Context: an optimization exercise on an open-source flow, tuned for small area, a short achievable clock period and few clock cycles. The choices shown serve that exercise and are no tape-out recipe. In this exercise RTL edits were held to simulation tests only and were not proved equivalent to the original. No activity file was given, so power comes from the tool's default toggle rates.

**flow/config.mk**
```make
export PLATFORM = sky130hd
export DESIGN_NAME = ppc_relocation_patcher_top
export DESIGN_NICKNAME = ppc_relocation_patcher_top
export VERILOG_FILES = /design/flow/design.v
export SDC_FILE = /design/flow/constraint.sdc
export NUM_CORES = 4
export LEC_CHECK = 0
export CAP_MARGIN = 20
export CORE_MARGIN = 2
export CORE_UTILIZATION = 40
export SETUP_SLACK_MARGIN = 2.5
export SLEW_MARGIN = 20
```
**flow/constraint.sdc**
```tcl
create_clock -name core_clock -period 6.0 [get_ports {clk}]
set_input_delay 1.2000 -clock core_clock [delete_from_list [all_inputs] [get_ports {clk}]]
set_output_delay 1.2000 -clock core_clock [all_outputs]
set_load 0.01 [all_outputs]
```
**flow/design.v**
```verilog
package ppcrp_pkg;
	typedef struct packed {
		logic               op;
		logic [7:0]         reloc_type;
		logic [31:0]        section_base;
		logic [31:0]        place_offset;
		logic signed [31:0] addend;
		logic [31:0]        symbol_value;
		logic [31:0]        old_word;
	} req_t;
	typedef struct packed {
		logic [2:0]  status;
		logic [1:0]  write_size;
		logic [31:0] write_addr;
		logic [31:0] write_data;
		logic        last;
	} res_t;
	typedef struct packed {
		logic        sizing;   
		logic        base0;    
		logic        none;     
		logic        a32;      
		logic        r32;      
		logic        half;     
		logic [1:0]  hsel;     
		logic        br;       
		logic        rel;      
		logic        is14;     
		logic [31:0] p;        
		logic [31:0] sa;       
		logic [25:0] add;      
		logic [17:0] old;      
	} slot_t;
	typedef struct packed {
		logic        far;      
		logic        rel;      
		logic        is14;     
		logic [25:0] add;      
		logic [2:0]  status;
		logic [1:0]  size;
		logic [31:0] addr;     
		logic [31:0] data;     
		logic [31:0] target;   
	} cmd_t;
	localparam logic OP_APPLY = 1'b0;
	localparam logic OP_SIZE  = 1'b1;
	localparam logic [2:0] ST_OK     = 3'd0;
	localparam logic [2:0] ST_CACHE  = 3'd1;
	localparam logic [2:0] ST_ADD    = 3'd2;
	localparam logic [2:0] ST_NOROOM = 3'd3;
	localparam logic [2:0] ST_UNSUP  = 3'd4;
	localparam logic [1:0] SZ_NONE = 2'd0;
	localparam logic [1:0] SZ_HALF = 2'd1;
	localparam logic [1:0] SZ_WORD = 2'd2;
	localparam logic [7:0] R_NONE       = 8'd0;
	localparam logic [7:0] R_ADDR32     = 8'd1;
	localparam logic [7:0] R_ADDR24     = 8'd2;
	localparam logic [7:0] R_ADDR16_LO  = 8'd4;
	localparam logic [7:0] R_ADDR16_HI  = 8'd5;
	localparam logic [7:0] R_ADDR16_HA  = 8'd6;
	localparam logic [7:0] R_ADDR14     = 8'd7;
	localparam logic [7:0] R_REL24      = 8'd10;
	localparam logic [7:0] R_REL14      = 8'd11;
	localparam logic [7:0] R_REL32      = 8'd26;
	localparam logic [7:0] R_SDAREL16   = 8'd32;
	localparam logic [7:0] R_TPREL16_LO = 8'd70;
	localparam logic [7:0] R_TPREL16_HI = 8'd71;
	localparam logic [7:0] R_TPREL16_HA = 8'd72;
	localparam logic [1:0] CFG_SMALL_BASE  = 2'd0;
	localparam logic [1:0] CFG_TRAMP_START = 2'd1;
	localparam logic [1:0] CFG_TRAMP_END   = 2'd2;
	localparam logic [31:0] INSN_LIS   = 32'h3d800000;
	localparam logic [31:0] INSN_ORI   = 32'h618c0000;
	localparam logic [31:0] INSN_MTCTR = 32'h7d8903a6;
	localparam logic [31:0] INSN_BCTR  = 32'h4e800420;
	localparam logic [31:0] MASK14     = 32'h0000fffc;
	localparam logic [31:0] MASK24     = 32'h03fffffc;
	localparam logic [32:0] VENEER_BYTES = 33'd16;
	function automatic logic [63:0] csa(input logic [31:0] a, input logic [31:0] b,
			input logic [31:0] c, input logic cin);
		logic [31:0] s;
		logic [31:0] k;
		s = a ^ b ^ c;
		k = (a & b) | (a & c) | (b & c);
		csa = {s, k[30:0], cin};
	endfunction
	function automatic logic [32:0] sk_carry(input logic [31:0] a, input logic [31:0] b,
			input logic cin);
		logic [31:0] g;
		logic [31:0] p;
		g    = a & b;
		p    = a ^ b;
		g[0] = g[0] | (p[0] & cin);
		for (int l = 0; l < 5; l++) begin
			for (int i = 0; i < 32; i++) begin
				if (((i >> l) & 1) == 1) begin
					g[i] = g[i] | (p[i] & g[((i >> l) << l) - 1]);
					p[i] = p[i] & p[((i >> l) << l) - 1];
				end
			end
		end
		sk_carry = {g, cin};
	endfunction
	function automatic logic [31:0] sk_add(input logic [31:0] a, input logic [31:0] b,
			input logic cin);
		logic [32:0] c;
		c      = sk_carry(a, b, cin);
		sk_add = a ^ b ^ c[31:0];
	endfunction
endpackage
module ppcrp_front (
	input  logic            clk,
	input  logic            arst_n,
	input  logic            push,
	output logic            full,
	input  ppcrp_pkg::req_t req,
	input  logic            take,
	output logic            valid,
	output ppcrp_pkg::slot_t slot
);
	logic             valid_q;
	logic             accept;
	logic [7:0]       t;
	ppcrp_pkg::slot_t s;
	assign full   = valid_q && !take;
	assign accept = push && !full;
	assign valid  = valid_q;
	always_comb begin
		t        = req.reloc_type;
		s.sizing = (req.op == ppcrp_pkg::OP_SIZE);
		s.base0  = (req.section_base == 32'd0);
		s.none   = (t == ppcrp_pkg::R_NONE);
		s.a32    = (t == ppcrp_pkg::R_ADDR32);
		s.r32    = (t == ppcrp_pkg::R_REL32);
		s.half   = (t == ppcrp_pkg::R_ADDR16_LO) || (t == ppcrp_pkg::R_TPREL16_LO) ||
		           (t == ppcrp_pkg::R_ADDR16_HI) || (t == ppcrp_pkg::R_TPREL16_HI) ||
		           (t == ppcrp_pkg::R_ADDR16_HA) || (t == ppcrp_pkg::R_TPREL16_HA) ||
		           (t == ppcrp_pkg::R_SDAREL16);
		s.hsel[0] = (t == ppcrp_pkg::R_ADDR16_HI) || (t == ppcrp_pkg::R_TPREL16_HI) ||
		            (t == ppcrp_pkg::R_SDAREL16);
		s.hsel[1] = (t == ppcrp_pkg::R_ADDR16_HA) || (t == ppcrp_pkg::R_TPREL16_HA) ||
		            (t == ppcrp_pkg::R_SDAREL16);
		s.rel    = (t == ppcrp_pkg::R_REL24) || (t == ppcrp_pkg::R_REL14);
		s.br     = (t == ppcrp_pkg::R_ADDR24) || (t == ppcrp_pkg::R_ADDR14) || s.rel;
		s.is14   = (t == ppcrp_pkg::R_ADDR14) || (t == ppcrp_pkg::R_REL14);
		s.p      = ppcrp_pkg::sk_add(req.section_base, req.place_offset, 1'b0);
		s.sa     = ppcrp_pkg::sk_add(req.symbol_value, req.addend, 1'b0);
		s.add    = req.addend[25:0];
		s.old    = {req.old_word[31:16], req.old_word[1:0]};
	end
	always_ff @(posedge clk or negedge arst_n) begin
		if (!arst_n) begin
			valid_q <= 1'b0;
		end else if (accept) begin
			valid_q <= 1'b1;
		end else if (take) begin
			valid_q <= 1'b0;
		end
	end
	always_ff @(posedge clk) begin
		if (accept) begin
			slot <= s;
		end
	end
endmodule
module ppcrp_classify (
	input  ppcrp_pkg::slot_t slot,
	input  logic [15:0]      small_base,
	output ppcrp_pkg::cmd_t  cmd
);
	logic        far;
	logic        far_rel;
	logic        far_abs;
	logic [31:0] d;
	logic [31:0] adj;
	logic [31:0] nb;
	logic [31:0] x;
	logic [31:0] o;
	logic [31:0] n;
	logic [32:0] dc;
	logic [15:0] hw;
	logic [15:0] sda;
	logic [15:0] ha;
	logic [31:0] mask;
	logic [31:0] oldw;
	logic [31:0] keep;
	logic [31:0] near_data;
	logic [31:0] other_data;
	logic        c15;
	logic        c25;
	logic        z14;
	logic        o14;
	logic        z24;
	logic        o24;
	logic        in14;
	logic        in24;
	always_comb begin
		nb   = ~slot.p;
		dc   = ppcrp_pkg::sk_carry(slot.sa, nb, 1'b1);
		d    = slot.sa ^ nb ^ dc[31:0];
		x    = slot.sa ^ nb;
		o    = slot.sa | nb;
		n    = slot.sa & nb;
		c15  = dc[15];
		c25  = dc[25];
		z14  = &(x[31:16] ~^ o[30:15]);
		o14  = &(x[31:16] ^ n[30:15]);
		z24  = &(x[31:26] ~^ o[30:25]);
		o24  = &(x[31:26] ^ n[30:25]);
		in14 = (x[15] ^ c15) ? o14 : z14;
		in24 = (x[25] ^ c25) ? o24 : z24;
		far_rel = slot.is14 ? !in14 : !in24;
		far_abs = slot.is14 ? (|slot.sa[31:16]) : (|slot.sa[31:26]);
		far     = slot.rel ? far_rel : far_abs;
		adj     = ppcrp_pkg::sk_add({6'd0, slot.add}, slot.rel ? nb : 32'd0, slot.rel);
		sda  = slot.sa[15:0] - small_base;
		ha   = slot.sa[31:16] + {15'd0, slot.sa[15]};
		mask = slot.is14 ? ppcrp_pkg::MASK14 : ppcrp_pkg::MASK24;
		oldw = {slot.old[17:2], 14'd0, slot.old[1:0]};
		keep = oldw & ~mask;
		case (slot.hsel)
			2'd0:    hw = slot.sa[15:0];
			2'd1:    hw = slot.sa[31:16];
			2'd2:    hw = ha;
			default: hw = sda;
		endcase
		near_data = keep | ((slot.rel ? d : slot.sa) & mask);
		if (slot.a32) begin
			other_data = slot.sa;
		end else if (slot.r32) begin
			other_data = d;
		end else if (slot.half) begin
			other_data = {16'd0, hw};
		end else begin
			other_data = near_data;
		end
		cmd.far    = 1'b0;
		cmd.rel    = slot.rel;
		cmd.is14   = slot.is14;
		cmd.add    = adj[25:0];
		cmd.status = ppcrp_pkg::ST_OK;
		cmd.size   = ppcrp_pkg::SZ_NONE;
		cmd.addr   = slot.p;
		cmd.target = slot.sa;
		cmd.data   = other_data;
		if (!(slot.a32 || slot.r32 || slot.half || slot.br || slot.none)) begin
			cmd.status = ppcrp_pkg::ST_UNSUP;
		end else if (slot.sizing) begin
			if (slot.br) begin
				cmd.status = slot.base0 ? ppcrp_pkg::ST_CACHE
				           : far ? ppcrp_pkg::ST_ADD : ppcrp_pkg::ST_OK;
			end
		end else if (slot.a32 || slot.r32 || (slot.br && !far)) begin
			cmd.size = ppcrp_pkg::SZ_WORD;
		end else if (slot.half) begin
			cmd.size = ppcrp_pkg::SZ_HALF;
		end else if (slot.br) begin
			cmd.far  = 1'b1;
			cmd.size = ppcrp_pkg::SZ_WORD;
		end
	end
endmodule
module ppcrp_queue (
	input  logic            clk,
	input  logic            arst_n,
	input  logic            push,
	output logic            full,
	input  ppcrp_pkg::cmd_t wdata,
	input  logic [31:0]     tnext,
	input  logic            room,
	input  logic            pop,
	output logic            empty,
	output ppcrp_pkg::cmd_t head,
	output logic [3:0]      vword,
	output logic            vany,
	output logic            noroom,
	output logic            normal,
	output logic            wr,
	output logic            ven_pop
);
	logic            valid_q;
	logic [3:0]      v_q;       
	logic            vany_q;    
	logic            nor_q;     
	logic            norm_q;    
	logic            wr_q;      
	ppcrp_pkg::cmd_t cmd_q;
	logic            last_pop;
	logic            accept;
	logic            ven_load;
	logic            fix_q;
	logic [31:0]     mask;
	logic [31:0]     f;
	logic [31:0]     fixed;
	assign empty    = !valid_q;
	assign last_pop = valid_q && !vany_q && pop;
	assign ven_pop  = valid_q && vany_q && pop;
	assign full     = valid_q && !last_pop;
	assign accept   = push && !full;
	assign head     = cmd_q;
	assign vword    = v_q;
	assign vany     = vany_q;
	assign noroom   = nor_q;
	assign normal   = norm_q;
	assign wr       = wr_q;
	assign ven_load = wdata.far && room;
	always_comb begin
		mask  = cmd_q.is14 ? ppcrp_pkg::MASK14 : ppcrp_pkg::MASK24;
		f     = ppcrp_pkg::sk_add(tnext, {6'd0, cmd_q.add}, 1'b0);
		fixed = (cmd_q.data & ~mask) | (f & mask);
	end
	always_ff @(posedge clk or negedge arst_n) begin
		if (!arst_n) begin
			valid_q <= 1'b0;
			v_q     <= 4'd0;
			vany_q  <= 1'b0;
			nor_q   <= 1'b0;
			norm_q  <= 1'b0;
			wr_q    <= 1'b0;
			fix_q   <= 1'b0;
		end else begin
			fix_q <= accept && ven_load;
			if (accept) begin
				valid_q <= 1'b1;
				v_q     <= {3'd0, ven_load};
				vany_q  <= ven_load;
				nor_q   <= wdata.far && !room;
				norm_q  <= !wdata.far;
				wr_q    <= !wdata.far && (wdata.size != ppcrp_pkg::SZ_NONE);
			end else if (last_pop) begin
				valid_q <= 1'b0;
			end else if (ven_pop) begin
				v_q    <= {v_q[2:0], 1'b0};
				if (v_q[3]) begin
					vany_q <= 1'b0;
					norm_q <= 1'b1;
					wr_q   <= 1'b1;
				end
			end
		end
	end
	always_ff @(posedge clk) begin
		if (accept) begin
			cmd_q <= wdata;
		end
		if (accept || fix_q) begin
			cmd_q.data <= fix_q ? fixed : wdata.data;
		end
	end
endmodule
module ppcrp_back (
	input  ppcrp_pkg::cmd_t cmd,
	input  logic [3:0]      vword,
	input  logic            vany,
	input  logic            noroom,
	input  logic            normal,
	input  logic            wr,
	input  logic [31:0]     tnext,
	output ppcrp_pkg::res_t res
);
	always_comb begin
		res.status     = ({3{normal}} & cmd.status) |
		                 ({3{noroom}} & ppcrp_pkg::ST_NOROOM);
		res.write_size = ({2{normal}} & cmd.size) |
		                 ({2{vany}} & ppcrp_pkg::SZ_WORD);
		res.write_addr = ({32{wr}} & cmd.addr) | ({32{vany}} & tnext);
		res.write_data = ({32{wr}} & cmd.data) |
		                 ({32{vword[0]}} & (ppcrp_pkg::INSN_LIS | {16'd0, cmd.target[31:16]})) |
		                 ({32{vword[1]}} & (ppcrp_pkg::INSN_ORI | {16'd0, cmd.target[15:0]})) |
		                 ({32{vword[2]}} & ppcrp_pkg::INSN_MTCTR) |
		                 ({32{vword[3]}} & ppcrp_pkg::INSN_BCTR);
		res.last       = !vany;
	end
endmodule
module ppc_relocation_patcher_top (
	input  logic            clk,
	input  logic            arst_n,
	input  logic            push,
	output logic            full,
	input  logic [168:0]    req,
	output logic            empty,
	input  logic            pop,
	output logic [69:0]     res,
	input  logic            cfg_valid,
	output logic            cfg_ready,
	input  logic [1:0]      cfg_index,
	input  logic [31:0]     cfg_data
);
	ppcrp_pkg::req_t  req_w;
	ppcrp_pkg::res_t  res_w;
	logic [15:0]      small_base_q;   
	logic [31:0]      tramp_end_q;
	logic [31:0]      tnext_q;
	logic             cfg_wr;
	logic             ven_pop;
	logic             room;
	logic [3:0]       vword;
	logic             vany;
	logic             noroom;
	logic             normal;
	logic             wr;
	logic             s_valid;
	logic             s_take;
	logic             c_full;
	ppcrp_pkg::slot_t slot;
	ppcrp_pkg::cmd_t  cmd_d;
	ppcrp_pkg::cmd_t  cmd_q;
	assign req_w     = req;
	assign res       = res_w;
	assign cfg_ready = 1'b1;
	assign cfg_wr    = cfg_valid && cfg_ready;
	assign s_take    = s_valid && !c_full;
	always_ff @(posedge clk or negedge arst_n) begin
		if (!arst_n) begin
			small_base_q <= 16'd0;
			tramp_end_q  <= 32'd0;
		end else if (cfg_wr) begin
			case (cfg_index)
				ppcrp_pkg::CFG_SMALL_BASE: small_base_q <= cfg_data[15:0];
				ppcrp_pkg::CFG_TRAMP_END:  tramp_end_q  <= cfg_data;
				default: ;
			endcase
		end
	end
	always_ff @(posedge clk or negedge arst_n) begin
		if (!arst_n) begin
			tnext_q <= 32'd0;
		end else if (cfg_wr && (cfg_index == ppcrp_pkg::CFG_TRAMP_START)) begin
			tnext_q <= cfg_data;
		end else if (ven_pop) begin
			tnext_q <= tnext_q + 32'd4;
		end
	end
	assign room = ({1'b0, tnext_q} + ppcrp_pkg::VENEER_BYTES) <= {1'b0, tramp_end_q};
	ppcrp_front u_front (
		.clk    (clk),
		.arst_n (arst_n),
		.push   (push),
		.full   (full),
		.req    (req_w),
		.take   (s_take),
		.valid  (s_valid),
		.slot   (slot)
	);
	ppcrp_classify u_classify (
		.slot       (slot),
		.small_base (small_base_q),
		.cmd        (cmd_d)
	);
	ppcrp_queue u_queue (
		.clk     (clk),
		.arst_n  (arst_n),
		.push    (s_valid),
		.full    (c_full),
		.wdata   (cmd_d),
		.tnext   (tnext_q),
		.room    (room),
		.pop     (pop),
		.empty   (empty),
		.head    (cmd_q),
		.vword   (vword),
		.vany    (vany),
		.noroom  (noroom),
		.normal  (normal),
		.wr      (wr),
		.ven_pop (ven_pop)
	);
	ppcrp_back u_back (
		.cmd    (cmd_q),
		.vword  (vword),
		.vany   (vany),
		.noroom (noroom),
		.normal (normal),
		.wr     (wr),
		.tnext  (tnext_q),
		.res    (res_w)
	);
endmodule
```
**flow/flow/run.sh**
```bash
#!/bin/bash
# Standard layout with smaller port buffers. Each ORFS step keeps its own
# log under orfs/logs; make's output goes to flow.log.
set -o pipefail
bash standard.sh \
	BUFFER_PORTS_ARGS="-buffer_cell sky130_fd_sc_hd__buf_2" \
	finish > flow.log 2>&1
```
**flow/standard.sh**
```bash
#!/bin/bash
# synth_recipe.tcl (not shown) runs the flow's synth.tcl, then flattens the netlist and writes it again
# the make line also repeats each setting of config.mk as NAME=value (left out here)
make -C /OpenROAD-flow-scripts/flow DESIGN_CONFIG=/design/flow/config.mk WORK_HOME=/design/flow/orfs CLKGATE_MAP_FILE= SYNTH_SCRIPT=/design/flow/synth_recipe.tcl "${@:-finish}"
```
==> impl_results.md, run 1 <==
- Status: finished clean
- Share of cells above drive strength 1: 22.0%
- Cts hold-fix bufs: 0
- Drt first-iter violations: 1549
- Top cells by area, synth: edfxtp_1 (32%), ha_1 (11%), dfrtp_1 (10%), xnor2_1 (4.4%), a21oi_1 (3.5%)
- Crit path DAT: 3890 ps
- CP required: 6310 ps
- First-pass GRT wire length: 117000 um
- Most frequent cells in the layout: buf_2 (264), edfxtp_1 (247), ha_1 (202), nor2_1 (185), inv_1 (163)
- Seq/Total Area, Yosys: 42.5%
- Synth area leader: edfxtp_1
- Post-Syn Area per Cell: 10.2 um^2
- Setup total negative slack: 0 ps
- Commonest non-fill, non-tap cell in the layout: buf_2
- DR vias/cell: 5.61
- Final Instance Area: 0.0273 mm^2
- Fin nets: 3012
- Clock sinks: 338
- Max Cap Viol: 0
- Top cell type's share of synthesized area: 32.5%
- Drt drc: 0
- Synth Warn #: 5
- Layout Skew: 21.4 ps
- Slew at the pin closest to its max-slew limit: 1060 ps
- Setup violators final: 0
- CTS tree: built
- Die X: 243 um
- Reg clk slew, reported paths: 60 ps
- Slew HR: 28.5%
- Crit Path Class: flop to flop
- Post-DRT Antenna Nets: 0
- H-tree Lvls: 2
- Hold Crit Class: flop to flop
- Final Hold Vio Count: 0
- Buffers added on ports: 265
- N_diodes: 0
- Power density over the cells: 316 mW/mm^2
- Dpl cell area: 0.0251 mm^2
- DR WL/cell: 23.5 um
- Cell Area, Synth: 0.0228 mm^2
- Syn_nets: 2688
- Top_reg_cell synth: edfxtp_1
- GRT Total Usage: 26.4%
- Post-DP HPWL: 61300 um
- Io pins: 281
- Crit end category: flop
- Vias: 18801
- Final estimated routing congestion in global placement: 0.930
- Synth async-reset ratio: 26.9%
- Worst-skew pair later-pin latency: 570 ps
- Crit Path Max Fanout: 4
- Pleak: 0.0116 uW
- Fin crit share: 59.7%
- Die ar.: 0.0590 mm^2
- Initial core utilization: 40.5%
- Netlist cell types: 97
- Syn Inst Count: 2243
- Slew Limit Fails: 0
- Vias in the first global route: 18730
- Final WL: 78800 um
- CP startpoint kind: flop
- VDD IR max: 0.195 mV
- Number of flops mapped to enable cells by yosys: 247
- Core Box Area: 0.0564 mm^2
- CTS buffer count: 41
- Final Critical Period: 3580 ps
- Initial antenna violation count: 3
- Total grt overflow: 0
- Detailed-router iteration count before antenna repair: 7
- Clk root buf: clkbuf_16
- Max Clk Rate: 279 MHz
- FP Rows: 87
- Area delta synth->final: 19.5%
- Largest net degree at the start of global routing: 87
- RSZ-0062 raised after global routing: true
- Chip height: 243 um
- CTS max path bufs: 3
- Yosys reg bits: 338
[per-layer routing]
layer | up-vias | GRT usage [%] | wire length [um]
li1 | 8859 | - | -
met1 | 9209 | 36.8 | 35400
met5 | - | 0 | 0
met4 | 0 | 8.50 | 2510
met3 | 110 | 3.88 | 4760
met2 | 623 | 42.4 | 36100
[timing repair]
| action | 4_1_cts | 5_1_grt |
|---|---|---|
| resized for setup | 49 | 43 |
| endpoints found under the setup margin | 64 | 41 |
| pin swaps | 30 | 35 |
| buffers inserted | 43 | 23 |
[path summary, 6_finish.rpt]
path / start / end / slack, ps / cells past startpoint
worst min register to register: tramp_end_q[11] / tramp_end_q[11] / 510 / 1
max in group asynchronous: arst_n / u_queue.wr_q / 4270 / 2
worst max-delay path: u_front.slot[109] / u_queue.cmd_q[118] / 2420 / 16
worst max register to register: u_front.slot[109] / u_queue.cmd_q[118] / 2420 / 16
min in group asynchronous: arst_n / tramp_end_q[5] / 720 / 1
worst min-delay path: tramp_end_q[11] / tramp_end_q[11] / 510 / 1
[stage by stage]
| stage | util [%] | power [uW] | cells | hold slack [ps] | setup slack (ps) |
|---|---|---|---|---|---|
| after floorplan | - | 5040 | 2243 | 445 | 2250 |
| after global placement | 44.5 | 6000 | 3214 | 488 | 1500 |
| after detailed placement | 44.5 | 6060 | 3214 | 495 | 1390 |
| after CTS | 47.7 | 8550 | 3331 | 508 | 2390 |
| after global routing | 48.4 | 9100 | 3354 | 523 | 2280 |
| final | 48.4 | 8620 | 3354 | 508 | 2420 |
[cell type report]
class,instances,area (um^2)
Fill cell,5375,29100
Tap cell,756,946
Clock inverter,29,201
Multi-Input combinational cell,1650,12600
Clock buffer,45,1040
Sequential cell,338,9710
Inverter,171,654
Timing Repair Buffer,365,2140
[state kept, by name, summed over array words and instances (netlist names), named ones only]
signal and cells:
u_queue.v_q 4, u_front.valid_q 1, u_queue.cmd_q 118, u_queue.norm_q 1, u_queue.fix_q 1, u_queue.vany_q 1
u_queue.nor_q 1, small_base_q 16, u_queue.wr_q 1, u_front.slot 119, tramp_end_q 32, tnext_q 32
u_queue.valid_q 1
[where the power goes]
group / switching [uW] / internal [uW]
clock network: 1000 / 1340
registers: 357 / 2920
logic: 1730 / 1260
[Yosys cell counts, types with 20 or more instances]
cell	number
xor2_1	81
clkbuf_1	62
nor2_1	191
o21ai_0	95
nor4_1	20
nand4_1	34
inv_1	169
a22o_1	30
dfrtp_1	91
nand2_1	157
nor3_1	51
ha_1	204
o21ai_1	21
xnor2_1	114
mux2_2	37
nand3_1	43
and3_1	23
a21oi_1	160
a21o_1	36
edfxtp_1	247
fa_1	33
[worst max-delay path, cell delays in order, from the launching register on]
cell	delay (ps)
edfxtp_1	370
buf_6	160
inv_6	70
fa_1	160
inv_1	50
fa_2	340
a21o_1	160
a21o_1	200
a2111oi_4	360
nor3_2	110
o21a_1	220
o21a_1	190
o21a_1	200
nor2_2	150
o21ai_2	90
fa_2	340
xor2_1	170
[cell families after synthesis]
kind of cell	count (synthesis)	synth area share [%]
flops	338	42.5
xor+xnor	195	7.48
other cells	1	0.0164
simple gates	617	12.8
compound gates	556	16.6
fa+ha+maj	237	14.1
buf+inv	255	4.26
mux	44	2.24
Testbench counts, summed over its fixed seeds: cycles 24,672.
==> run 2: changes to the inputs <==
--- a/flow/config.mk
+++ b/flow/config.mk
@@ -10,3 +10,3 @@
 export CORE_UTILIZATION = 40
-export SETUP_SLACK_MARGIN = 2.5
+export SETUP_SLACK_MARGIN = 2.0
 export SLEW_MARGIN = 20
==> run 2 against run 1 <==
  * Count of clock-buffer cells in the layout up 8
  * Power up 0.59%
  * Critical path type unchanged
  * Wire length down 4.1%
  * Largest power group unchanged
==> impl_results.md, run 2 <==
- First-pass GRT wire length: 113000 um (-3.4%)
- Fin crit share: 65.3% (+5.6 points)
- Synth Warn #: 5 (unchanged)
- GR Layer Usage met3: 3.01% (-0.87 points)
- Top_reg_cell synth: edfxtp_1
- Post-Place Cells: 3211 (-0.093%)
- Initial antenna violation count: 3 (unchanged)
- Synth area leader: edfxtp_1
- DR vias/cell: 5.64 (+0.66%)
- Synth async-reset ratio: 26.9% (unchanged)
- CTS buffer count: 41 (unchanged)
- Max reg flops: 119 (unchanged)
- Most common cell in the synthesized netlist: edfxtp_1
- Status: finished clean
- Slowest cell delay on critical path: 570 ps (+200 ps)
- Most frequent cells in the layout: buf_2 (264), edfxtp_1 (247), ha_1 (203), nor2_1 (186), inv_1 (167)
- Vias in the first global route: 18529 (-1.1%)
- CP endpoint: u_queue.cmd_q[118]
- Final Hold Vio Count: 0 (unchanged)
- Worst r2r src: u_front.slot[109]
- Syn Inst Count: 2243 (unchanged)
- Slew Limit Fails: 0 (unchanged)
- Worst setup path start: u_front.slot[109]
- GRT Total Usage: 25.4% (-1.0 points)
- CP startpoint kind: flop
- Layout Skew: 36.0 ps (+14.6 ps)
- Area delta synth->final: 17.0%
- Hold Crit Class: flop to flop
- Post-Layout Cell Count: 3308 (-1.4%)
- Worst-skew pair later-pin latency: 580 ps (about the same)
- Power density over the cells: 324 mW/mm^2 (+2.7%)
- Worst reg2reg setup slack: 2080 ps (-340 ps)
- Detailed-router iteration count before antenna repair: 7 (unchanged)
- Max Cap Viol: 0 (unchanged)
- # fillers: 5331 (-0.82%)
- Fin nets: 2963 (-1.6%)
- Core Box Area: 0.0564 mm^2 (unchanged)
- Buffers added on ports: 265 (unchanged)
- Worst r2r dst: u_queue.cmd_q[118]
- Io pins: 281 (unchanged)
- Setup violators final: 0 (unchanged)
- Slew at the pin closest to its max-slew limit: 938 ps (-122 ps)
- Setup total negative slack: 0 ps (unchanged)
- Dpl cell area: 0.0250 mm^2 (-0.29%)
- R2R depth: 16 (unchanged)
- Slew HR: 37.5% (+9.0 points)
- Die ar.: 0.0590 mm^2 (unchanged)
- FP Rows: 87 (unchanged)
- Post-DP HPWL: 59600 um (-2.7%)
- Initial core utilization: 40.5% (unchanged)
- M2 GR Usage: 40.4% (-1.9 points)
- Reg clk slew, reported paths: 60 ps (about the same)
- Crit end category: flop
- Top cell type's share of synthesized area: 32.5% (unchanged)
- Register with the most flip-flops: u_front.slot
- Drt drc: 0 (unchanged)
- Cts hold-fix bufs: 0 (unchanged)
- Chip height: 243 um (unchanged)
- Drt first-iter violations: 1500 (-3.2%)
- DR WL/cell: 22.8 um (-2.8%)
- Commonest non-fill, non-tap cell in the layout: buf_2
- Post-DRT Antenna Nets: 0 (unchanged)
- Yosys reg bits: 338 (unchanged)
- Seq/Total Area, Yosys: 42.5% (unchanged)
- Clock sinks: 338 (unchanged)
- Vias: 18666 (-0.72%)
- Pleak: 0.0114 uW (-2.1%)
- Crit-path slowest cell: edfxtp_1
- Clk root buf: clkbuf_16
- Cell Area, Synth: 0.0228 mm^2 (unchanged)
- CP required: 6310 ps (about the same)
- Final Critical Period: 3920 ps (+335 ps)
- CTS max path bufs: 3 (unchanged)
- CTS tree: built
- Die X: 243 um (unchanged)
- Final estimated routing congestion in global placement: 0.971 (+4.4%)
- H-tree Lvls: 2 (unchanged)
- Final Instance Area: 0.0267 mm^2 (-2.1%)
- Syn_nets: 2688 (unchanged)
- Top cells by count, synth: edfxtp_1 (247), ha_1 (204), nor2_1 (191)
- Top Usage Layer GRT: met2
- Crit Path Max Fanout: 4 (unchanged)
- Largest net degree at the start of global routing: 120 (+38%)
- Netlist cell types: 97 (unchanged)
- Design Power: 8670 uW (+0.59%)
- Crit path DAT: 4230 ps (+340 ps)
- Post-Syn Area per Cell: 10.2 um^2 (unchanged)
- RSZ-0062 raised after global routing: false
- VDD IR max: 0.195 mV (about the same)
- Top Registers: u_front.slot (119), u_queue.cmd_q (118)
- Final WL: 75500 um (-4.1%)
- Number of flops mapped to enable cells by yosys: 247 (unchanged)
- Top cells by area, synth: edfxtp_1 (32%), ha_1 (11%), dfrtp_1 (10%), xnor2_1 (4.4%), a21oi_1 (3.5%)
- Total grt overflow: 0 (unchanged)
- Hold Path Depth: 0 (-1)
- Cell Chain, Critical Path: buf_6 > nand2b_1 > fa_1 > inv_1 > fa_2 > a21o_1 > a21o_1 > a2111oi_4 > nor3_2 > o21a_1 > o21a_1 > o21a_4 > nor2_4 > o21ai_1 > fa_2 > xor2_1
- Crit Path Class: flop to flop
- Routing usage on met1: 35.4% (-1.4 points)
- Share of cells above drive strength 1: 18.8% (-3.1 points)
- Max Clk Rate: 255 MHz (-8.6%)
-- run 2: changes by cell type in the layout (fill, tap and decap cells not counted), moves of 5 or more --
cell,delta
clkinv_1,-7
buf_4,-44
buf_6,-5
a21oi_2,-5
a21oi_1,+5
-- run 2: repair_timing --
action	in CTS	in global routing
gates cloned	0	0
buffers inserted	9	10
gates resized for setup	16	18
endpoints found under the setup margin	12	15
pin swaps	6	10
-- run 2: kinds of logic (layout without fill, tap and decap cells) --
kind of cell | Yosys count | in the layout | synth area share (%)
flops | 338 | 338 | 42.5
simple gates | 617 | 617 | 12.8
other cells | 1 | 4 | 0.0164
mux | 44 | 44 | 2.24
fa+ha+maj | 237 | 237 | 14.1
buf+inv | 255 | 561 | 4.26
xor+xnor | 195 | 195 | 7.48
compound gates | 556 | 556 | 16.6
-- run 2: worst min-delay path by stage --
stage | startpoint | to | slack, ps
floorplan | u_front.slot[76] | u_queue.cmd_q[64] | 440
global placement | u_front.valid_q | u_queue.valid_q | 470
detailed placement | tramp_end_q[4] | tramp_end_q[4] | 490
CTS | u_front.valid_q | u_queue.valid_q | 500
global route | tramp_end_q[31] | tramp_end_q[31] | 520
finish | u_front.slot[86] | u_queue.cmd_q[74] | 500
-- run 2: worst max-delay path: cells and delay by family (launching register included) --
family | cells | cell delay, ps
compound gates | 7 | 1540
xor+xnor | 1 | 160
fa+ha+maj | 3 | 860
buf+inv | 2 | 250
flops | 1 | 570
simple gates | 3 | 280
-- run 2: where the power goes --
part           leakage (uW)  internal [uW]  total (uW)  switching (uW)
logic               0.00729           1160        2770            1600
registers           0.00344           2920        3320             394
clock network      0.000680           1570        2580            1010
-- run 2: through the flow --
stage          hold WS [ps]  setup WS [ps]  utilization [%]
2_1_floorplan           445           2000                -
3_3_place_gp            470           1450             44.4
3_5_place_dp            494           1370             44.4
4_1_cts                 503           2000             47.1
5_1_grt                 520           2000             47.4
6_report                505           2080             47.4
-- run 2: layout make-up --
class	instances	area (um^2)	share of cell area [%]
Inverter	171	646	2.42
Tap cell	756	946	3.54
Clock inverter	21	269	1.01
Clock buffer	53	1110	4.16
Sequential cell	338	9700	36.3
Multi-Input combinational cell	1650	12300	45.9
Timing Repair Buffer	316	1760	6.60
Antenna cell	3	7.51	0.0281
-- run 2: per-layer routing --
layer,share of wire (%),up-vias
li1,-,8760
met1,45,9091
met2,45,699
met3,6.5,116
met4,3.7,0
met5,0,-
==> run 3: changes to the inputs <==
--- a/flow/config.mk
+++ b/flow/config.mk
@@ -7,2 +7,3 @@
 export LEC_CHECK = 0
+export ABC_AREA = 1
 export CAP_MARGIN = 20
@@ -10,3 +11,3 @@
 export CORE_UTILIZATION = 40
-export SETUP_SLACK_MARGIN = 2.0
+export SETUP_SLACK_MARGIN = 2.5
 export SLEW_MARGIN = 20
==> run 3 against run 2 <==
  * Wire length increased by 11%
  * Critical path depth down 3
  * Die area rose by 3.8%
  * Sequential power is 4% higher
  * Utilization decreased by 0.41 points
  * Design area up 3.4%
  * Power increased by 5.5%
  * Sequential share of layout area fell by 1.2 points
  * Register-to-register slack improved by 530 ps
  * Synthesized cell count rose by 25%
  * Cell count is 17% higher
  * Critical endpoint is now u_queue.v_q[0]
  * Largest cell class unchanged
==> impl_results.md, run 3 <==
- Layout Skew: 36.6 ps (+0.617 ps)
- Syn Inst Count: 2812 (+25%)
- Area delta synth->final: 16.5%
- Core Box Area: 0.0588 mm^2 (+4.3%)
- Most common cell in the synthesized netlist: nand2_1
- Fin crit share: 56.4% (-8.9 points)
- Synth Area in Compound Gates: 12.5% (-4.1 points)
- Crit end category: flop
- CTS buffer count: 41 (unchanged)
- Vias in the first global route: 20561 (+11%)
- DR vias/cell: 5.42 (-3.9%)
- Top cells by area, synth: edfxtp_1 (31%), ha_1 (11%), nand2_1 (9.9%), dfrtp_1 (9.6%), inv_1 (6.2%)
- Post-DP HPWL: 66500 um (+12%)
- Slew Limit Fails: 0 (unchanged)
- Top_reg_cell synth: edfxtp_1
- CTS max path bufs: 3 (unchanged)
- Commonest non-fill, non-tap cell in the layout: nand2_1
- FP Rows: 89 (+2.3%)
- Number of flops mapped to enable cells by yosys: 247 (unchanged)
- Yosys reg bits: 338 (unchanged)
- CTS tree: built
- Drt drc: 0 (unchanged)
- Multiplexer share of the synthesized area: 0% (-2.2 points)
- Final WL: 83700 um (+11%)
- Synth Warn #: 5 (unchanged)
- Slew HR: 30.4% (-7.1 points)
- Slew at the pin closest to its max-slew limit: 1040 ps (+103 ps)
- N_diodes: 0 (-3)
- Top Registers: u_front.slot (119), u_queue.cmd_q (118)
- Syn_nets: 3257 (+21%)
- Vias: 21054 (+13%)
- Chip height: 247 um (+1.9%)
- Pleak: 0.0129 uW (+13%)
- Final Critical Period: 3390 ps (-533 ps)
- Clock sinks: 338 (unchanged)
- Fin nets: 3522 (+19%)
- GRT Total Usage: 27.3% (+1.9 points)
- Hold WS: 484 ps (-20.9 ps)
- Largest family of logic cells by synthesized area: simple AND/OR/NAND/NOR gates
- Max Clk Rate: 295 MHz (+16%)
- Post-Synth Adder-Cell Area: 13.6% (-0.53 points)
- CP startpoint kind: flop
- Crit path DAT: 3850 ps (-380 ps)
- Seq/Total Area, Yosys: 40.9% (-1.6 points)
- Synth Area in XOR/XNOR: 5.47% (-2.0 points)
- Clk root buf: clkbuf_16
- Worst Setup Slack, final: 2610 ps (+533 ps)
- Crit Path Max Fanout: 7 (+3)
- DR WL/cell: 21.6 um (-5.6%)
- Synth area leader: edfxtp_1
- Share of cells above drive strength 1: 14.9% (-3.9 points)
- Total grt overflow: 0 (unchanged)
- Die X: 247 um (+1.9%)
- Die ar.: 0.0612 mm^2 (+3.8%)
- Most frequent cells in the layout: nand2_1 (617), inv_1 (384), buf_2 (264), edfxtp_1 (247), nor2_1 (205)
- Detailed-router iteration count before antenna repair: 5 (-2)
- Max reg flops: 119 (unchanged)
- Initial antenna violation count: 2 (-1)
- Pre-CTS WS: 1560 ps (+186 ps)
- Final Hold Vio Count: 0 (unchanged)
- RSZ-0062 raised after global routing: false
- Largest net degree at the start of global routing: 120 (unchanged)
- Status: finished clean
- Register with the most flip-flops: u_front.slot
- Worst-skew pair later-pin latency: 610 ps (+30 ps)
- First-pass GRT wire length: 125000 um (+10%)
- Initial core utilization: 40.3% (-0.15 points)
- Drt first-iter violations: 2060 (+37%)
- Netlist cell types: 62 (-36%)
- Synth async-reset ratio: 26.9% (unchanged)
- Final estimated routing congestion in global placement: 0.972 (about the same)
- Post-DRT Antenna Nets: 0 (unchanged)
- Crit Path Class: flop to flop
- Setup total negative slack: 0 ps (unchanged)
- VDD IR max: 0.225 mV (+15%)
- Post-Syn Area per Cell: 8.43 um^2 (-17%)
- CP required: 6460 ps (+150 ps)
- H-tree Lvls: 2 (unchanged)
- Cell Area, Synth: 0.0237 mm^2 (+3.9%)
- Reg clk slew, reported paths: 60 ps (about the same)
- Max Cap Viol: 0 (unchanged)
- Buffers added on ports: 265 (unchanged)
- Simple-Gate Fraction of Synth Area: 20.0% (+7.1 points)
- Top cell type's share of synthesized area: 31.3% (-1.2 points)
- Hold Crit Class: flop to flop
- Power density over the cells: 331 mW/mm^2 (+2.1%)
- Io pins: 281 (unchanged)
- Top cells by count, synth: nand2_1 (625), inv_1 (389), edfxtp_1 (247)
- Setup violators final: 0 (unchanged)
- Cts hold-fix bufs: 0 (unchanged)
==> run 3: what timing repair did <==
| item | CTS | global route |
|---|---|---|
| setup buffers | 5 | 13 |
| gates resized for setup | 18 | 39 |
| endpoints found under the setup margin | 59 | 35 |
| cloned | 0 | 0 |
| pin swaps | 2 | 6 |
==> run 3: power by group <==
part           switching, uW  internal [uW]  total (uW)  leakage [uW]
clock                   1080           1440        2520      0.000672
combinational           2040           1140        3190       0.00871
sequential               448           2990        3440       0.00350
total                   3570           5570        9150        0.0129
==> run 3: area by class of cell <==
| class | instances | area, um^2 |
|---|---|---|
| timing repair buffer | 299 | 1630 |
| fill | 5825 | 31200 |
| multi-input combinational | 2002 | 12500 |
| clock inverter | 22 | 230 |
| clock buffer | 53 | 1130 |
| sequential | 338 | 9710 |
| tap | 773 | 967 |
| inverter | 395 | 1500 |
==> run 3: cell families after synthesis <==
logic type	count (synthesis)
buffers and inverters	472
DFF	338
AOI/OAI and AO/OA	502
other	1
xor gates and xnor gates	148
and+or+nand+nor	1114
adders and majority gates	237
==> run 3: stage by stage <==
| stage | total power [uW] | cells | area, um^2 | util [%] |
|---|---|---|---|---|
| after floorplan | 5340 | 2812 | 23800 | - |
| after global placement | 6490 | 3789 | 25900 | 44.0 |
| after detailed placement | 6550 | 3789 | 25900 | 44.0 |
| after CTS | 9120 | 3869 | 27400 | 46.5 |
| after global routing | 9710 | 3882 | 27600 | 47.0 |
| final | 9150 | 3882 | 27600 | 47.0 |
==> run 3: final timing paths <==
kind,end,cells past startpoint,start,slack (ps)
max,u_queue.v_q[0],13,tnext_q[12],2610
min,tramp_end_q[14],2,tramp_end_q[14],480
max reg2reg,u_queue.v_q[0],13,tnext_q[12],2610
min reg2reg,tramp_end_q[14],2,tramp_end_q[14],480
max in group asynchronous,tnext_q[17],2,arst_n,4270
min in group asynchronous,tramp_end_q[3],1,arst_n,630
==> run 3: worst max-delay path, cell delays in order (launching register included) <==
cell	delay, ps
dfrtp_1	540
nand2_1	230
nor2_1	220
inv_1	160
nor3_1	410
xor2_1	170
ha_1	320
inv_1	60
o311ai_0	620
a21oi_1	190
nand3_2	140
a21oi_2	80
inv_2	60
nand2_1	50
==> run 3: routing by layer <==
metal / vias up / GRT usage (%) / wire, um
met4: 0 / 8.10 / 2570
li1: 10010 / - / -
met3: 134 / 3.78 / 5500
met5: - / 0 / 0
met1: 10132 / 38.3 / 37500
met2: 778 / 43.9 / 38100
==> run 4: changes to the inputs <==
--- a/flow/config.mk
+++ b/flow/config.mk
@@ -7,6 +7,5 @@
 export LEC_CHECK = 0
-export ABC_AREA = 1
 export CAP_MARGIN = 20
 export CORE_MARGIN = 2
-export CORE_UTILIZATION = 40
+export CORE_UTILIZATION = 55
 export SETUP_SLACK_MARGIN = 2.5
==> run 4 against run 3 <==
  * Non-clock buffer count is 62 higher
  * Die area decreased by 30%
  * Synthesized cell count is 20% lower
  * Power shrank 5.3%
  * Clock skew shrank 8.1 ps
  * Utilization increased by 19 points
  * Cell count decreased by 20%
  * First-iteration DRC count shrank 13%
  * Wire length down 12%
  * Clock power down 5%
  * Register-to-register slack lost 340 ps
  * Hold slack better by 5.6 ps
  * Critical endpoint is now u_queue.cmd_q[118]
  * Largest cell class unchanged
  * Largest power group unchanged
==> impl_results.md, run 4 <==
- Status: finished clean
- Share of cells above drive strength 1: 22.2% (+7.3 points)
- Commonest non-fill, non-tap cell in the layout: buf_2
- RSZ-0062 raised after global routing: true
- Drt drc: 0 (unchanged)
- Setup violators final: 0 (unchanged)
- Synth async-reset ratio: 26.9% (unchanged)
- N_diodes: 0 (unchanged)
- Total grt overflow: 0 (unchanged)
- Crit Path Class: flop to flop
- Reg area: 0.00970 mm^2 (about the same)
- Largest net degree at the start of global routing: 84 (-30%)
- DR vias/cell: 6.07 (+12%)
- Slew Limit Fails: 0 (unchanged)
- Post-DRT Antenna Nets: 0 (unchanged)
- Crit Path Max Fanout: 4 (-3)
- CTS tree: built
- Register with the most flip-flops: u_front.slot
- Reg clk slew, reported paths: 60 ps (about the same)
- Syn Inst Count: 2243 (-20%)
- Top cell type's share of synthesized area: 32.5% (+1.2 points)
- DR WL/cell: 23.5 um (+9.0%)
- Post-Syn Area per Cell: 10.2 um^2 (+21%)
- Die X: 208 um (-16%)
- Vias: 18954 (-10%)
- Vias in the first global route: 18346 (-11%)
- Area delta synth->final: 18.7%
- Cts hold-fix bufs: 0 (unchanged)
- Number of flops mapped to enable cells by yosys: 247 (unchanged)
- Top_reg_cell synth: edfxtp_1
- Worst reg2reg setup slack: 2280 ps (-340 ps)
- Most frequent cells in the layout: buf_2 (264), edfxtp_1 (247), ha_1 (202), nor2_1 (186), inv_1 (164)
- CP required: 6310 ps (-150 ps)
- Slew at the pin closest to its max-slew limit: 958 ps (-82.5 ps)
- Setup total negative slack: 0 ps (unchanged)
- Top cells by area, synth: edfxtp_1 (32%), ha_1 (11%), dfrtp_1 (10%), xnor2_1 (4.4%), a21oi_1 (3.5%)
- Initial core utilization: 55.8% (+15 points)
- Initial antenna violation count: 1 (-1)
- Final Instance Area: 0.0271 mm^2 (-1.9%)
- First-pass GRT wire length: 109000 um (-12%)
- Syn_nets: 2688 (-17%)
- Final WL: 73400 um (-12%)
- Clk root buf: clkbuf_16
- Most common cell in the synthesized netlist: edfxtp_1
- CTS buffer count: 39 (-4.9%)
- Io pins: 281 (unchanged)
- Netlist cell types: 97 (+56%)
- Seq/Total Area, Yosys: 42.5% (+1.6 points)
- Pleak: 0.0117 uW (-9.2%)
- Detailed-router iteration count before antenna repair: 6 (+1)
- Buffers added on ports: 265 (unchanged)
- FP Rows: 74 (-17%)
- GRT Total Usage: 33.3% (+6.0 points)
- Final Hold Vio Count: 0 (unchanged)
- Synth area leader: edfxtp_1
- Dpl cell area: 0.0248 mm^2 (-4.4%)
- Max reg flops: 119 (unchanged)
- Final Critical Period: 3720 ps (+337 ps)
- Die ar.: 0.0431 mm^2 (-30%)
- Crit path DAT: 4030 ps (+180 ps)
- Layout Utilization: 66.2% (+19 points)
- Final estimated routing congestion in global placement: 0.985 (+1.4%)
- Hold Crit Class: flop to flop
- Fin crit share: 62.0% (+5.6 points)
- Max Cap Viol: 0 (unchanged)
- Yosys reg bits: 338 (unchanged)
- Post-DP HPWL: 55900 um (-16%)
- Cell Area, Synth: 0.0228 mm^2 (-3.7%)
- Worst-skew pair later-pin latency: 570 ps (-40 ps)
- Top cells by count, synth: edfxtp_1 (247), ha_1 (204), nor2_1 (191)
- Chip height: 208 um (-16%)
- Max Clk Rate: 269 MHz (-9.0%)
- Slew HR: 35.9% (+5.5 points)
- Synth Warn #: 5 (unchanged)
- Power density over the cells: 320 mW/mm^2 (-3.5%)
- Fin nets: 3007 (-15%)
- Core Box Area: 0.0409 mm^2 (-30%)
- CP startpoint kind: flop
- Multi-input logic area: 0.0126 mm^2 (+1.3%)
- CTS max path bufs: 3 (unchanged)
- Drt first-iter violations: 1786 (-13%)
- H-tree Lvls: 2 (unchanged)
- Top Registers: u_front.slot (119), u_queue.cmd_q (118)
- Design Power: 8660 uW (-5.3%)
- VDD IR max: 0.179 mV (-20%)
- Crit end category: flop
- Layout Skew: 28.6 ps (-8.06 ps)
- # fillers: 3223 (-45%)
- Clock sinks: 338 (unchanged)
run 4: changes by cell type after synthesis, moves of 19 or more:
cell and change:
nand2_1 -468, inv_1 -220, nand3_1 -99, xnor2_1 +83
o21ai_0 -71, mux2_2 +37, xor2_1 -36, a21o_1 +26
a22o_1 +26, a21oi_1 -22, nor2_1 -21, nand2b_1 +19
nor3_1 +19
run 4: cells by family after synthesis:
group / count (synthesis) / share of synthesized area [%]
compound gates: 556 / 16.6
xor+xnor: 195 / 7.48
fa+ha+maj: 237 / 14.1
buf+inv: 255 / 4.26
flops: 338 / 42.5
mux: 44 / 2.24
other cells: 1 / 0.0164
simple gates: 617 / 12.8
run 4: path summary, 6_finish.rpt:
kind | cells after the start | to | start
max | 15 | u_queue.cmd_q[118] | u_front.slot[109]
min | 0 | u_queue.cmd_q[74] | u_front.slot[86]
min in group asynchronous | 1 | tramp_end_q[2] | arst_n
max reg2reg | 15 | u_queue.cmd_q[118] | u_front.slot[109]
min reg2reg | 0 | u_queue.cmd_q[74] | u_front.slot[86]
max in group asynchronous | 2 | u_queue.wr_q | arst_n
run 4: metrics by stage:
| stage | std cells | setup slack [ps] | hold WS (ps) |
|---|---|---|---|
| 3_3_place_gp | 2979 | 1570 | 477 |
| 5_1_grt | 3125 | 2080 | 524 |
| 3_5_place_dp | 2979 | 1540 | 474 |
| 2_1_floorplan | 2243 | 2250 | 445 |
| 4_1_cts | 3091 | 2240 | 487 |
| 6_report | 3125 | 2280 | 490 |
run 4: metal layers:
metal  vias up  wire length [um]  GRT usage, %
li1       8821                 -             -
met4         2              3200          14.1
met2       816             32900          51.7
met5         -                 4             0
met3       139              5990          6.48
met1      9176             31300          45.9
run 4: worst max-delay path, cell delays in order, from the launching register on:
cell	delay, ps
edfxtp_1	480
bufinv_16	260
fa_2	200
inv_2	40
fa_2	340
a21o_1	160
a21o_1	190
a2111oi_4	380
nor3_2	110
o21a_1	220
o21a_1	210
o21a_1	200
nor2_2	120
o21ai_2	80
fa_2	330
xor2_1	160
run 4: report_power, final:
group	leakage [uW]	internal, uW	total [uW]	switching, uW
registers	0.00344	2920	3260	341
clock network	0.000635	1410	2390	980
logic	0.00762	1260	3000	1740
run 4: what timing repair did:
| item | CTS | global route |
|---|---|---|
| buffers inserted | 38 | 34 |
| endpoints found under the setup margin | 38 | 49 |
| gates cloned | 2 | 0 |
| pin swaps | 20 | 41 |
| resized for setup | 33 | 64 |
run 4: layout make-up:
type	instances	share of cell area, %
multi-input combinational	1650	46.6
sequential	338	35.8
timing repair buffer	361	7.91
clock buffer	46	3.81
inverter	171	2.48
tap	532	2.46
clock inverter	26	0.928
timing repair inverter	1	0.0323
==> run 5: changes to the inputs <==
--- a/flow/config.mk
+++ b/flow/config.mk
@@ -7,6 +7,7 @@
 export LEC_CHECK = 0
+export ABC_AREA = 1
 export CAP_MARGIN = 20
 export CORE_MARGIN = 2
-export CORE_UTILIZATION = 55
-export SETUP_SLACK_MARGIN = 2.5
+export CORE_UTILIZATION = 40
+export SETUP_SLACK_MARGIN = 3.1
 export SLEW_MARGIN = 20
==> run 5 against run 4 <==
  * Utilization decreased by 12 points
  * Power increased by 20%
  * Die area increased by 42%
  * Highest routed layer unchanged
  * Fmax increased by 19%
  * Hold slack got worse by 8.4 ps
  * Synthesized area increased by 3.9%
  * Design area increased by 18%
  * Via count increased by 18%
  * Clock skew decreased by 4.7 ps
  * Cell count increased by 32%
  * Global-route usage decreased by 4.9 points
  * Largest cell class unchanged
  * Critical path type unchanged
==> impl_results.md, run 5 <==
- Status: finished clean
- CP required: 6380 ps (+70 ps)
- Cell Chain, Critical Path: buf_6 > inv_8 > or2_4 > fa_2 > inv_2 > fa_2 > nand3_2 > nand2_2 > nand3_2 > nand2_2 > nand2_2 > nand2_2 > a21oi_4 > o21bai_2 > a21o_1 > a21oi_2 > xor2_2
- Synth area leader: edfxtp_1
- Clk root buf: clkbuf_16
- Die ar.: 0.0612 mm^2 (+42%)
- WL met2: 43000 um (+31%)
- Worst-skew pair later-pin latency: 590 ps (+20 ps)
- Netlist cell types: 62 (-36%)
- Chip height: 247 um (+19%)
- Most common cell in the synthesized netlist: nand2_1
- Post-Layout Cell Count: 4116 (+32%)
- Yosys reg bits: 338 (unchanged)
- Worst Setup Slack, final: 2880 ps (+600 ps)
- Post-Syn Area per Cell: 8.43 um^2 (-17%)
- Final Hold Vio Count: 0 (unchanged)
- Max Clk Rate: 320 MHz (+19%)
- Detailed-router iteration count before antenna repair: 7 (+1)
- Fin crit share: 52.0% (-10 points)
- Setup violators final: 0 (unchanged)
- Number of flops mapped to enable cells by yosys: 247 (unchanged)
- Final estimated routing congestion in global placement: 0.979 (-0.61%)
- First-pass GRT wire length: 129000 um (+19%)
- Top cells by area, synth: edfxtp_1 (31%), ha_1 (11%), nand2_1 (9.9%), dfrtp_1 (9.6%), inv_1 (6.2%)
- Fin nets: 3756 (+25%)
- Reg area: 0.00974 mm^2 (+0.34%)
- Initial core utilization: 40.3% (-15 points)
- Most frequent cells in the layout: nand2_1 (510), inv_1 (361), edfxtp_1 (247), buf_2 (235), buf_4 (201)
- Top layer in use: met5
- Crit-path slowest cell: fa_2
- Post-DP HPWL: 66400 um (+19%)
- Worst Path Buf+Inv: 3 (+1)
- Total grt overflow: 0 (unchanged)
- Slowest cell delay on critical path: 390 ps (-90 ps)
- FP Rows: 89 (+20%)
- Final Critical Period: 3120 ps (-600 ps)
- Initial antenna violation count: 4 (+3)
- Vias: 22355 (+18%)
- CP startpoint kind: flop
- Hold Crit Class: flop to flop
- Die X: 247 um (+19%)
- Pleak: 0.0148 uW (+27%)
- Share of cells above drive strength 1: 31.5% (+9.3 points)
- Register with the most flip-flops: u_front.slot
- CTS tree: built
- Synth async-reset ratio: 26.9% (unchanged)
- CTS max path bufs: 3 (unchanged)
- Syn Inst Count: 2812 (+25%)
- Slew at the pin closest to its max-slew limit: 1100 ps (+138 ps)
- N_diodes: 0 (unchanged)
- Post-DRT Antenna Nets: 0 (unchanged)
- Slew Limit Fails: 0 (unchanged)
- Drt drc: 0 (unchanged)
- Buffers added on ports: 265 (unchanged)
- Multi-input logic area: 0.0145 mm^2 (+15%)
- Cts hold-fix bufs: 0 (unchanged)
- Vias in the first global route: 21353 (+16%)
- Clock sinks: 338 (unchanged)
- RSZ-0062 raised after global routing: true
- H-tree Lvls: 2 (unchanged)
- Layout Skew: 23.9 ps (-4.67 ps)
- DR WL/cell: 22.1 um (-5.9%)
- Setup total negative slack: 0 ps (unchanged)
- Crit Path Class: flop to flop
- Synth Warn #: 5 (unchanged)
- VDD IR max: 0.240 mV (+34%)
- Slew HR: 26.7% (-9.2 points)
- CTS buffer count: 41 (+5.1%)
- GRT Total Usage: 28.4% (-4.9 points)
- Largest net degree at the start of global routing: 66 (-21%)
- Most common cell on crit path: nand2_2
- DR vias/cell: 5.43 (-10%)
- Syn_nets: 3257 (+21%)
- Max Cap Viol: 0 (unchanged)
- Final Instance Area: 0.0321 mm^2 (+18%)
- Design Power: 10400 uW (+20%)
- Top cell type's share of synthesized area: 31.3% (-1.2 points)
- Reg clk slew, reported paths: 60 ps (about the same)
- Crit Path Max Fanout: 4 (unchanged)
- Io pins: 281 (unchanged)
- Dpl cell area: 0.0262 mm^2 (+5.8%)
- Crit end category: flop
- Seq/Total Area, Yosys: 40.9% (-1.6 points)
- Commonest non-fill, non-tap cell in the layout: nand2_1
- Crit path DAT: 3510 ps (-520 ps)
- Top delay family on crit path: compound AO/OA/AOI/OAI gates
- Drt first-iter violations: 2065 (+16%)
- WL met3: 6190 um (+3.3%)
- Pre-CTS WS: 1810 ps (+266 ps)
- Top Registers: u_front.slot (119), u_queue.cmd_q (118)
- Final WL: 91000 um (+24%)
- Metal1 wirelength: 38400 um (+23%)
- Cell Area, Synth: 0.0237 mm^2 (+3.9%)
- Power density over the cells: 323 mW/mm^2 (+0.95%)
- Top_reg_cell synth: edfxtp_1
- Top cells by count, synth: nand2_1 (625), inv_1 (389), edfxtp_1 (247)
- Post-Place Cells: 3793 (+27%)
- # fillers: 5343 (+66%)
- Max reg flops: 119 (unchanged)
- Area delta synth->final: 35.3%
- Core Box Area: 0.0588 mm^2 (+44%)
==> run 5: cell types whose count changed after synthesis, moves of 21 or more <==
cell,before,now
nand2_1,157,625
nand3_1,43,142
xor2_1,81,117
mux2_2,37,0
nor2_1,191,212
a22o_1,30,4
xnor2_1,114,31
a21o_1,36,10
o21ai_0,95,166
a21oi_1,160,182
inv_1,169,389
==> run 5: cell families after synthesis <==
| logic type | after synthesis | synth area share [%] |
|---|---|---|
| simple gates | 1114 | 20.0 |
| compound gates | 502 | 12.5 |
| buf+inv | 472 | 7.61 |
| flops | 338 | 40.9 |
| fa+ha+maj | 237 | 13.6 |
| xor+xnor | 148 | 5.47 |
| other cells | 1 | 0.0158 |
==> run 5: metal layers <==
layer | vias to the layer above | track usage [%]
li1 | 10474 | -
met2 | 860 | 46.9
met3 | 155 | 3.00
met1 | 10864 | 38.8
met5 | - | 0
met4 | 2 | 9.81
==> run 5: worst register-to-register path: cells and delay by family, from the launching register on <==
kind,cells,cell delay (ps)
compound gates,4,890
fa+ha+maj,2,570
simple gates,7,510
flops,1,370
xor+xnor,1,290
buf+inv,3,280
==> run 5: worst paths after layout <==
| check | start | to | slack (ps) | cells after the start |
|---|---|---|---|---|
| hold reg to reg | tramp_end_q[14] | tramp_end_q[14] | 480 | 2 |
| min in group asynchronous | arst_n | tramp_end_q[2] | 570 | 1 |
| hold / removal | tramp_end_q[14] | tramp_end_q[14] | 480 | 2 |
| setup / recovery | u_front.slot[109] | u_queue.cmd_q[115] | 2880 | 17 |
| max in group asynchronous | arst_n | u_queue.wr_q | 4130 | 2 |
| setup reg to reg | u_front.slot[109] | u_queue.cmd_q[115] | 2880 | 17 |
==> run 5: final cells by class <==
| cell class | instances | share of cell area (%) |
|---|---|---|
| multi-input cells | 2002 | 45.2 |
| flip-flops and latches | 338 | 30.3 |
| repair buffers | 531 | 12.4 |
| inverters | 395 | 4.76 |
| clock buffers | 50 | 3.43 |
| well taps | 773 | 3.01 |
| clock inverters | 25 | 0.721 |
| repair inverters | 2 | 0.0312 |
==> run 5: what timing repair did <==
action                                  CTS  global route
pin swaps                                77           130
gates cloned                              1             8
hold endpoints to repair                  0             0
gates resized for setup                 242           393
buffers inserted                        144            95
endpoints found under the setup margin  231           151
==> run 5: stage by stage <==
stage | hold WS (ps) | utilization (%)
finish | 481 | 54.6
global placement | 465 | 44.5
global route | 508 | 54.6
floorplan | 424 | -
CTS | 488 | 50.2
detailed placement | 473 | 44.5
==> run 5: where the power goes <==
group	switching [uW]	internal, uW
registers	357	3000
logic	2650	1860
clock network	1050	1440
total	4050	6300
==> run 6: changes to the inputs <==
--- a/flow/config.mk
+++ b/flow/config.mk
@@ -11,3 +11,3 @@
 export CORE_UTILIZATION = 40
-export SETUP_SLACK_MARGIN = 3.1
+export SETUP_SLACK_MARGIN = 2.7
 export SLEW_MARGIN = 20
==> run 6 against run 5 <==
  * Synthesized area stayed put
  * Cell count is 4.9% lower
  * Clock skew is 6.6 ps lower
  * Sequential cell count stayed put
  * Setup slack worse by 120 ps
  * Critical endpoint is now u_queue.cmd_q[117]
  * Largest power group is now sequential cells
  * Highest routed layer unchanged
==> impl_results.md, run 6 <==
- Io pins: 281 (unchanged)
- Cell Area, Synth: 0.0237 mm^2 (unchanged)
- Synth async-reset ratio: 26.9% (unchanged)
- Max reg flops: 119 (unchanged)
- Final Critical Period: 3240 ps (+121 ps)
- Setup total negative slack: 0 ps (unchanged)
- Multiplexer share of the synthesized area: 0% (unchanged)
- Detailed-router iteration count before antenna repair: 8 (+1)
- CTS max path bufs: 3 (unchanged)
- Slew Limit Fails: 0 (unchanged)
- Max Cap Viol: 0 (unchanged)
- Power density over the cells: 330 mW/mm^2 (+2.3%)
- Largest net degree at the start of global routing: 65 (-1.5%)
- Post-Synth Adder-Cell Area: 13.6% (unchanged)
- Crit path DAT: 3570 ps (+60 ps)
- DR WL/cell: 21.4 um (-3.0%)
- Synth Area in Compound Gates: 12.5% (unchanged)
- Status: finished clean
- Total grt overflow: 0 (unchanged)
- Drt drc: 0 (unchanged)
- CTS tree: built
- CTS buffer count: 40 (-2.4%)
- Initial core utilization: 40.3% (unchanged)
- Chip height: 247 um (unchanged)
- Reg area: 0.00971 mm^2 (-0.23%)
- Vias: 21221 (-5.1%)
- RSZ-0062 raised after global routing: true
- Syn_nets: 3257 (unchanged)
- Most common cell in the synthesized netlist: nand2_1
- Multi-input logic area: 0.0127 mm^2 (-13%)
- Synth Area in XOR/XNOR: 5.47% (unchanged)
- Cell Chain, Critical Path: buf_12 > clkinvlp_4 > or2_4 > fa_2 > inv_2 > fa_2 > nand3_2 > nand2_2 > nand3_2 > nand2_1 > nand2_1 > nand2_2 > a21oi_4 > buf_12 > o31ai_4 > buf_12 > fa_2
- Vias in the first global route: 20659 (-3.3%)
- Final Hold Vio Count: 0 (unchanged)
- Post-Place Cells: 3792 (-0.026%)
- Simple-Gate Fraction of Synth Area: 20.0% (unchanged)
- Slew HR: 21.4% (-5.3 points)
- Die ar.: 0.0612 mm^2 (unchanged)
- Post-DP HPWL: 65700 um (-0.94%)
- Buffers added on ports: 265 (unchanged)
- Netlist cell types: 62 (unchanged)
- Dpl cell area: 0.0260 mm^2 (-0.72%)
- Top cell type's share of synthesized area: 31.3% (unchanged)
- Clock sinks: 338 (unchanged)
- DR vias/cell: 5.42 (-0.22%)
- Yosys reg bits: 338 (unchanged)
- Reg clk slew, reported paths: 60 ps (about the same)
- CP required: 6330 ps (-50 ps)
- Most frequent cells in the layout: nand2_1 (601), inv_1 (378), buf_2 (264), edfxtp_1 (247), nor2_1 (203)
- Cts hold-fix bufs: 0 (unchanged)
- Seq/Total Area, Yosys: 40.9% (unchanged)
- Share of cells above drive strength 1: 17.5% (-14 points)
- Hold Crit Class: flop to flop
- Top cells by area, synth: edfxtp_1 (31%), ha_1 (11%), nand2_1 (9.9%), dfrtp_1 (9.6%), inv_1 (6.2%)
- Worst-skew pair later-pin latency: 590 ps (about the same)
- Area delta synth->final: 18.9%
- First-pass GRT wire length: 124000 um (-4.5%)
- Number of flops mapped to enable cells by yosys: 247 (unchanged)
- FP Rows: 89 (unchanged)
- Final estimated routing congestion in global placement: 0.963 (-1.6%)
- Crit Path Max Fanout: 5 (+1)
- Clk root buf: clkbuf_16
- Slew at the pin closest to its max-slew limit: 1180 ps (+79.6 ps)
- Top delay family on crit path: adder cells
- GRT Total Usage: 27.1% (-1.3 points)
- Commonest non-fill, non-tap cell in the layout: nand2_1
- # fillers: 5697 (+6.6%)
- Top Registers: u_front.slot (119), u_queue.cmd_q (118)
- Crit Path Class: flop to flop
- Worst Path Buf+Inv: 5 (+2)
- Final WL: 83900 um (-7.7%)
- Synth Warn #: 5 (unchanged)
- Slowest cell delay on critical path: 410 ps (+20 ps)
- Pleak: 0.0131 uW (-12%)
- Register with the most flip-flops: u_front.slot
- Final Instance Area: 0.0282 mm^2 (-12%)
- Crit end category: flop
- Core Box Area: 0.0588 mm^2 (unchanged)
- Layout Skew: 17.3 ps (-6.64 ps)
- Synth area leader: edfxtp_1
- Setup violators final: 0 (unchanged)
- Top_reg_cell synth: edfxtp_1
- Max Clk Rate: 308 MHz (-3.7%)
- Post-DRT Antenna Nets: 0 (unchanged)
- Fin nets: 3556 (-5.3%)
- Post-Layout Cell Count: 3916 (-4.9%)
- Fin crit share: 54.1% (+2.0 points)
- VDD IR max: 0.229 mV (-4.6%)
- Initial antenna violation count: 6 (+2)
- Drt first-iter violations: 1708 (-17%)
- Crit-path slowest cell: fa_2
- Largest family of logic cells by synthesized area: simple AND/OR/NAND/NOR gates
- Syn Inst Count: 2812 (unchanged)
- Post-Syn Area per Cell: 8.43 um^2 (unchanged)
- Die X: 247 um (unchanged)
- Top cells by count, synth: nand2_1 (625), inv_1 (389), edfxtp_1 (247)
- CP startpoint kind: flop
- H-tree Lvls: 2 (unchanged)
- Hold WS: 486 ps (+4.92 ps)
run 6: stage by stage:
step	total power (uW)	setup slack, ps	util (%)
4_1_cts	9240	2660	47.1
6_report	9310	2760	47.9
3_5_place_dp	6560	1900	44.2
3_3_place_gp	6490	1980	44.2
2_1_floorplan	5340	2050	-
5_1_grt	9860	2620	47.9
run 6: cells by family after synthesis:
group / count (synthesis)
fa+ha+maj: 237
simple gates: 1114
flops: 338
compound gates: 502
buf+inv: 472
other cells: 1
xor+xnor: 148
run 6: what timing repair did:
item	CTS	global route
resized for setup	52	54
buffers inserted	13	37
setup endpoints to repair	70	70
cloned	0	0
pin swaps	5	20
run 6: final timing paths:
| path | cells after the start | startpoint | endpoint | slack, ps |
|---|---|---|---|---|
| max | 17 | u_front.slot[109] | u_queue.cmd_q[117] | 2760 |
| min | 2 | tramp_end_q[14] | tramp_end_q[14] | 490 |
| max reg2reg | 17 | u_front.slot[109] | u_queue.cmd_q[117] | 2760 |
| min reg2reg | 2 | tramp_end_q[14] | tramp_end_q[14] | 490 |
| max in group asynchronous | 2 | arst_n | u_queue.wr_q | 4220 |
| min in group asynchronous | 1 | arst_n | tramp_end_q[5] | 620 |
run 6: worst register-to-register path, stage by stage, from the launching register on:
cell and delay [ps]:
edfxtp_1 370, buf_12 140, clkinvlp_4 130, or2_4 250, fa_2 340, inv_2 70, fa_2 210, nand3_2 70
nand2_2 80, nand3_2 70, nand2_1 90, nand2_1 70, nand2_2 100, a21oi_4 60, buf_12 140, o31ai_4 220
buf_12 180, fa_2 430
run 6: layout make-up:
type	count	area share (%)
multi-input cells	2002	45.0
flip-flops and latches	338	34.5
repair buffers	334	6.94
inverters	395	5.30
clock buffers	49	3.82
well taps	773	3.43
clock inverters	24	1.03
diodes	1	0.00888
run 6: layer usage:
| layer | track usage [%] | routed length, um | share of wire, % |
|---|---|---|---|
| met1 | 37.2 | 36600 | 44 |
| met3 | 4.51 | 6210 | 7.4 |
| met4 | 9.74 | 2920 | 3.5 |
| met2 | 43.2 | 38200 | 45 |
| met5 | 0 | 24 | 0.029 |
run 6: power breakdown:
part / internal (uW) / switching, uW
Combinational: 1210 / 2150
Clock: 1510 / 1060
Sequential: 2990 / 389
Total: 5710 / 3600

afterwards: timing with drivers on the ports:
The flow's constraints put no driver on any port. The routed layouts listed below were extracted and timed again, unchanged, in two steps. Step 1 (the two cells are an assumption about what drives the block):
set clk [get_ports {clk}]
set_driving_cell -lib_cell sky130_fd_sc_hd__clkbuf_16 $clk
set_driving_cell -lib_cell sky130_fd_sc_hd__buf_2 [delete_from_list [all_inputs] $clk]
Step 2 moves the port delays by t, midway between the first and last clock arrival at a register: inputs arrive t later, outputs are due t later. That takes back most of the time a late clock gives input paths. Slacks: ideal ports / drivers / drivers and shift; pairs: ideal ports / drivers.
| run | t, ns | slack for setup (ns) | worst setup path after step 2 | slew at the worst register clock pin (ns) | pins driven straight from the clock port |
|---|---|---|---|---|---|
| run 1 | 0.623 | 2.417 / 2.417 / 2.110 | input to register | 0.06 / 0.06 | 1 |
| run 2 | 0.623 | 2.081 / 2.081 / 1.782 | input to register | 0.06 / 0.06 | 1 |
| run 3 | 0.645 | 2.614 / 2.577 / 2.059 | input to register | 0.07 / 0.07 | 1 |
| run 4 | 0.619 | 2.277 / 2.277 / 2.009 | input to register | 0.06 / 0.06 | 1 |
| run 5 | 0.635 | 2.877 / 2.826 / 2.266 | input to register | 0.07 / 0.07 | 1 |
| run 6 | 0.639 | 2.756 / 2.709 / 2.182 | input to register | 0.06 / 0.06 | 1 |
After both steps setup and hold are still met in every run listed. For run 5, which loses most, drivers alone change the setup slack by -0.051 ns; drivers and shift together by -0.611 ns.
